Context: an optimization exercise on an open-source flow, tuned for small area and a short achievable clock period. The choices shown serve that exercise and are no tape-out recipe. In this exercise RTL edits were held to simulation tests only and were not proved equivalent to the original. Power figures rest on the tool's default switching activity, not on a simulated workload.

==> flow/design.v <==
module array_ram_writer #(
    parameter int NUM_PORTS = 8,
    parameter int WIN_SIZE  = 25,
    parameter int DEPTH     = 200,
    parameter int AW        = 8,
    parameter int DW        = 8
) (
    input  logic                    clk,
    input  logic                    rst_n,
    input  logic [NUM_PORTS-1:0]    wr_req,
    input  logic [NUM_PORTS*AW-1:0] wr_addr,
    input  logic [NUM_PORTS*DW-1:0] wr_data,
    output logic [NUM_PORTS-1:0]    wr_ack,
    output logic [NUM_PORTS-1:0]    wr_err,
    input  logic [AW-1:0]           rd_addr,
    output logic [DW-1:0]           rd_data,
    output logic [15:0]             wr_count
);
    localparam int PW = (NUM_PORTS > 1) ? $clog2(NUM_PORTS) : 1;
    localparam int LW = $clog2(WIN_SIZE);
    logic [DW-1:0]        mem [DEPTH];
    logic [NUM_PORTS-1:0] elig, gnt, err, hi_mask, gnt_hi, gnt_lo;
    logic [NUM_PORTS-1:0] wr_ack_q, wr_err_q;
    logic [PW-1:0]        rr_ptr_q, rr_ptr_d;
    logic                 mem_we;
    logic [DW-1:0]        rd_data_q, rd_data_d;
    logic [15:0]          wr_count_q;
    logic                 pend_we_q;
    logic [LW-1:0]        pend_loc_q, gnt_loc;
    logic [DW-1:0]        pend_data_q, gnt_data;
    logic [PW-1:0]        pend_port_q, gnt_port;
    logic [AW-1:0]        pend_abs;
    assign elig = wr_req & ~wr_ack_q;
    always_comb begin
        for (int i = 0; i < NUM_PORTS; i++) hi_mask[i] = (PW'(i) >= rr_ptr_q);
        for (int i = 0; i < NUM_PORTS; i++) begin
            gnt_hi[i] = elig[i] & hi_mask[i];
            gnt_lo[i] = elig[i];
            for (int j = 0; j < i; j++) begin
                gnt_hi[i] = gnt_hi[i] & ~(elig[j] & hi_mask[j]);
                gnt_lo[i] = gnt_lo[i] & ~elig[j];
            end
        end
        gnt = (|(elig & hi_mask)) ? gnt_hi : gnt_lo;
    end
    always_comb begin
        rr_ptr_d = rr_ptr_q;
        for (int i = 0; i < NUM_PORTS; i++)
            if (gnt[i]) rr_ptr_d = (i == NUM_PORTS - 1) ? '0 : PW'(i + 1);
    end
    always_comb begin
        gnt_loc  = '0;
        gnt_data = '0;
        for (int p = 0; p < NUM_PORTS; p++) begin
            err[p]   = (wr_addr[AW*p +: AW] >= AW'(WIN_SIZE));
            gnt_loc  = gnt_loc  | ({LW{gnt[p]}} & wr_addr[AW*p +: LW]);
            gnt_data = gnt_data | ({DW{gnt[p]}} & wr_data[DW*p +: DW]);
        end
        mem_we = |(gnt & ~err);
        gnt_port = '0;
        for (int p = 0; p < NUM_PORTS; p++)
            if (gnt[p]) gnt_port = gnt_port | PW'(p);
    end
    always_ff @(posedge clk) begin
        pend_we_q   <= rst_n && mem_we;
        pend_loc_q  <= gnt_loc;
        pend_data_q <= gnt_data;
        pend_port_q <= gnt_port;
    end
    assign pend_abs = AW'(WIN_SIZE) * AW'(pend_port_q) + AW'(pend_loc_q);
    genvar gp, gi;
    generate
        for (gp = 0; gp < NUM_PORTS; gp++) begin : g_port
            for (gi = 0; gi < WIN_SIZE; gi++) begin : g_byte
                always_ff @(posedge clk) begin
                    if (pend_we_q && (pend_port_q == PW'(gp)) && (pend_loc_q == LW'(gi)))
                        mem[WIN_SIZE*gp + gi] <= pend_data_q;
                end
            end
        end
    endgenerate
    logic [DW-1:0] rd_l1 [64];
    logic [DW-1:0] rd_l2 [16];
    logic [DW-1:0] rd_l3 [4];
    logic [DW-1:0] rd_arr;
    always_comb begin
        for (int j = 0; j < 64; j++) begin
            if (4*j + 3 < DEPTH) begin
                case (rd_addr[1:0])
                    2'd0: rd_l1[j] = mem[4*j];
                    2'd1: rd_l1[j] = mem[4*j+1];
                    2'd2: rd_l1[j] = mem[4*j+2];
                    default: rd_l1[j] = mem[4*j+3];
                endcase
            end else begin
                rd_l1[j] = '0;
            end
        end
        for (int j = 0; j < 16; j++) begin
            case (rd_addr[3:2])
                2'd0: rd_l2[j] = rd_l1[4*j];
                2'd1: rd_l2[j] = rd_l1[4*j+1];
                2'd2: rd_l2[j] = rd_l1[4*j+2];
                default: rd_l2[j] = rd_l1[4*j+3];
            endcase
        end
        for (int j = 0; j < 4; j++) begin
            case (rd_addr[5:4])
                2'd0: rd_l3[j] = rd_l2[4*j];
                2'd1: rd_l3[j] = rd_l2[4*j+1];
                2'd2: rd_l3[j] = rd_l2[4*j+2];
                default: rd_l3[j] = rd_l2[4*j+3];
            endcase
        end
        case (rd_addr[7:6])
            2'd0: rd_arr = rd_l3[0];
            2'd1: rd_arr = rd_l3[1];
            2'd2: rd_arr = rd_l3[2];
            default: rd_arr = rd_l3[3];
        endcase
        rd_data_d = (pend_we_q && (rd_addr == pend_abs)) ? pend_data_q : rd_arr;
    end
    always_ff @(posedge clk or negedge rst_n) begin
        if (!rst_n) begin
            rr_ptr_q   <= '0;
            wr_ack_q   <= '0;
            wr_err_q   <= '0;
            rd_data_q  <= '0;
            wr_count_q <= '0;
        end else begin
            rr_ptr_q   <= rr_ptr_d;
            wr_ack_q   <= gnt;
            wr_err_q   <= gnt & err;
            rd_data_q  <= rd_data_d;
            if (mem_we && (wr_count_q != 16'hFFFF)) wr_count_q <= wr_count_q + 16'd1;
        end
    end
    assign wr_ack   = wr_ack_q;
    assign wr_err   = wr_err_q;
    assign rd_data  = rd_data_q;
    assign wr_count = wr_count_q;
endmodule
export LEC_CHECK = 0
export CAP_MARGIN = 20
export CORE_MARGIN = 2
export CORE_UTILIZATION = 40
export SLEW_MARGIN = 20
create_clock -name core_clock -period 10.0 [get_ports {clk}]
standard.sh (not shown) runs the stock make flow with config.mk's settings and CLKGATE_MAP_FILE= SYNTH_SCRIPT=/design/flow/synth_recipe.tcl, a recipe that flattens the netlist after the stock synthesis.
==> flow/flow/run.sh <==
#!/bin/bash
# Standard ORFS layout with a denser core, a tighter setup target for the resizer, free
# resizing across cell footprints, larger clock-tree sink clusters driven by clkbuf_8 and plain buffers (instead of delay cells) on the ports.
set -euo pipefail
bash standard.sh \
  CORE_UTILIZATION=65 \
  SETUP_SLACK_MARGIN=7.0 \
  MATCH_CELL_FOOTPRINT=0 \
  CTS_CLUSTER_SIZE=14 \
  CTS_CLUSTER_DIAMETER=60 \
  CTS_BUF_LIST=sky130_fd_sc_hd__clkbuf_8 \
  BUFFER_PORTS_ARGS="-buffer_cell sky130_fd_sc_hd__buf_2" \
  finish > standard_make.log 2>&1
The first run finished clean.
Rerun with:
--- a/flow/design.v
+++ b/flow/design.v
@@ -77,50 +77,51 @@
                         mem[WIN_SIZE*gp + gi] <= pend_data_q;
                 end
             end
         end
     endgenerate
-    logic [DW-1:0] rd_l1 [64];
-    logic [DW-1:0] rd_l2 [16];
+    logic [DW-1:0] rd_l1 [50];
+    logic [DW-1:0] rd_l2 [13];
     logic [DW-1:0] rd_l3 [4];
     logic [DW-1:0] rd_arr;
+    logic          rd_valid, rd_hit;
     always_comb begin
-        for (int j = 0; j < 64; j++) begin
-            if (4*j + 3 < DEPTH) begin
-                case (rd_addr[1:0])
-                    2'd0: rd_l1[j] = mem[4*j];
-                    2'd1: rd_l1[j] = mem[4*j+1];
-                    2'd2: rd_l1[j] = mem[4*j+2];
-                    default: rd_l1[j] = mem[4*j+3];
-                endcase
-            end else begin
-                rd_l1[j] = '0;
-            end
+        for (int j = 0; j < 50; j++) begin
+            case (rd_addr[1:0])
+                2'd0: rd_l1[j] = mem[4*j];
+                2'd1: rd_l1[j] = mem[4*j+1];
+                2'd2: rd_l1[j] = mem[4*j+2];
+                default: rd_l1[j] = mem[4*j+3];
+            endcase
         end
-        for (int j = 0; j < 16; j++) begin
+        for (int j = 0; j < 12; j++) begin
             case (rd_addr[3:2])
                 2'd0: rd_l2[j] = rd_l1[4*j];
                 2'd1: rd_l2[j] = rd_l1[4*j+1];
                 2'd2: rd_l2[j] = rd_l1[4*j+2];
                 default: rd_l2[j] = rd_l1[4*j+3];
             endcase
         end
-        for (int j = 0; j < 4; j++) begin
+        rd_l2[12] = rd_addr[2] ? rd_l1[49] : rd_l1[48];
+        for (int j = 0; j < 3; j++) begin
             case (rd_addr[5:4])
                 2'd0: rd_l3[j] = rd_l2[4*j];
                 2'd1: rd_l3[j] = rd_l2[4*j+1];
                 2'd2: rd_l3[j] = rd_l2[4*j+2];
                 default: rd_l3[j] = rd_l2[4*j+3];
             endcase
         end
+        rd_l3[3] = rd_l2[12];
         case (rd_addr[7:6])
             2'd0: rd_arr = rd_l3[0];
             2'd1: rd_arr = rd_l3[1];
             2'd2: rd_arr = rd_l3[2];
             default: rd_arr = rd_l3[3];
         endcase
-        rd_data_d = (pend_we_q && (rd_addr == pend_abs)) ? pend_data_q : rd_arr;
+        rd_valid = (rd_addr < AW'(DEPTH));
+        rd_hit    = pend_we_q && (rd_addr == pend_abs);
+        rd_data_d = rd_hit ? pend_data_q : (rd_arr & {DW{rd_valid}});
     end
     always_ff @(posedge clk or negedge rst_n) begin
         if (!rst_n) begin
             rr_ptr_q   <= '0;
             wr_ack_q   <= '0;
Result: Global-route usage goes up by 1.2 points. Synthesized cell count goes up by 5.1%. Non-clock buffer count goes up by 25. Utilization goes up by 0.94 points. Total power goes up by 1.7%.

==> what the ideal ports hide <==
In the flow no input, the clock included, has a driving cell. The finished layouts below were timed again as built, in two steps. Step 1 sets driving cells, clkbuf_16 on the clock port and buf_2 on the other inputs (assumed; they add their load-dependent delay and slew). Step 2 moves the port delays by t, midway between the first and last clock arrival at a register: inputs arrive t later, outputs are due t later. That takes back most of the time a late clock gives input paths. a / b / c = no drivers / after step 1 / after step 2; a / b = the first two.
run	shift t [ns]	setup WS [ns]	hold slack, ns	worst setup path at the end	cell pins on the clock port's net
the first run	0.930	6.238 / 5.975 / 5.045	0.551 / 0.551 / 0.551	input to register	1
the second run	0.951	6.414 / 6.056 / 5.105	0.586 / 0.586 / 0.586	input to register	1
After both steps every run listed still meets setup and hold. For the second run, which loses most, drivers alone change the setup slack by -0.358 ns; drivers and shift together by -1.309 ns.
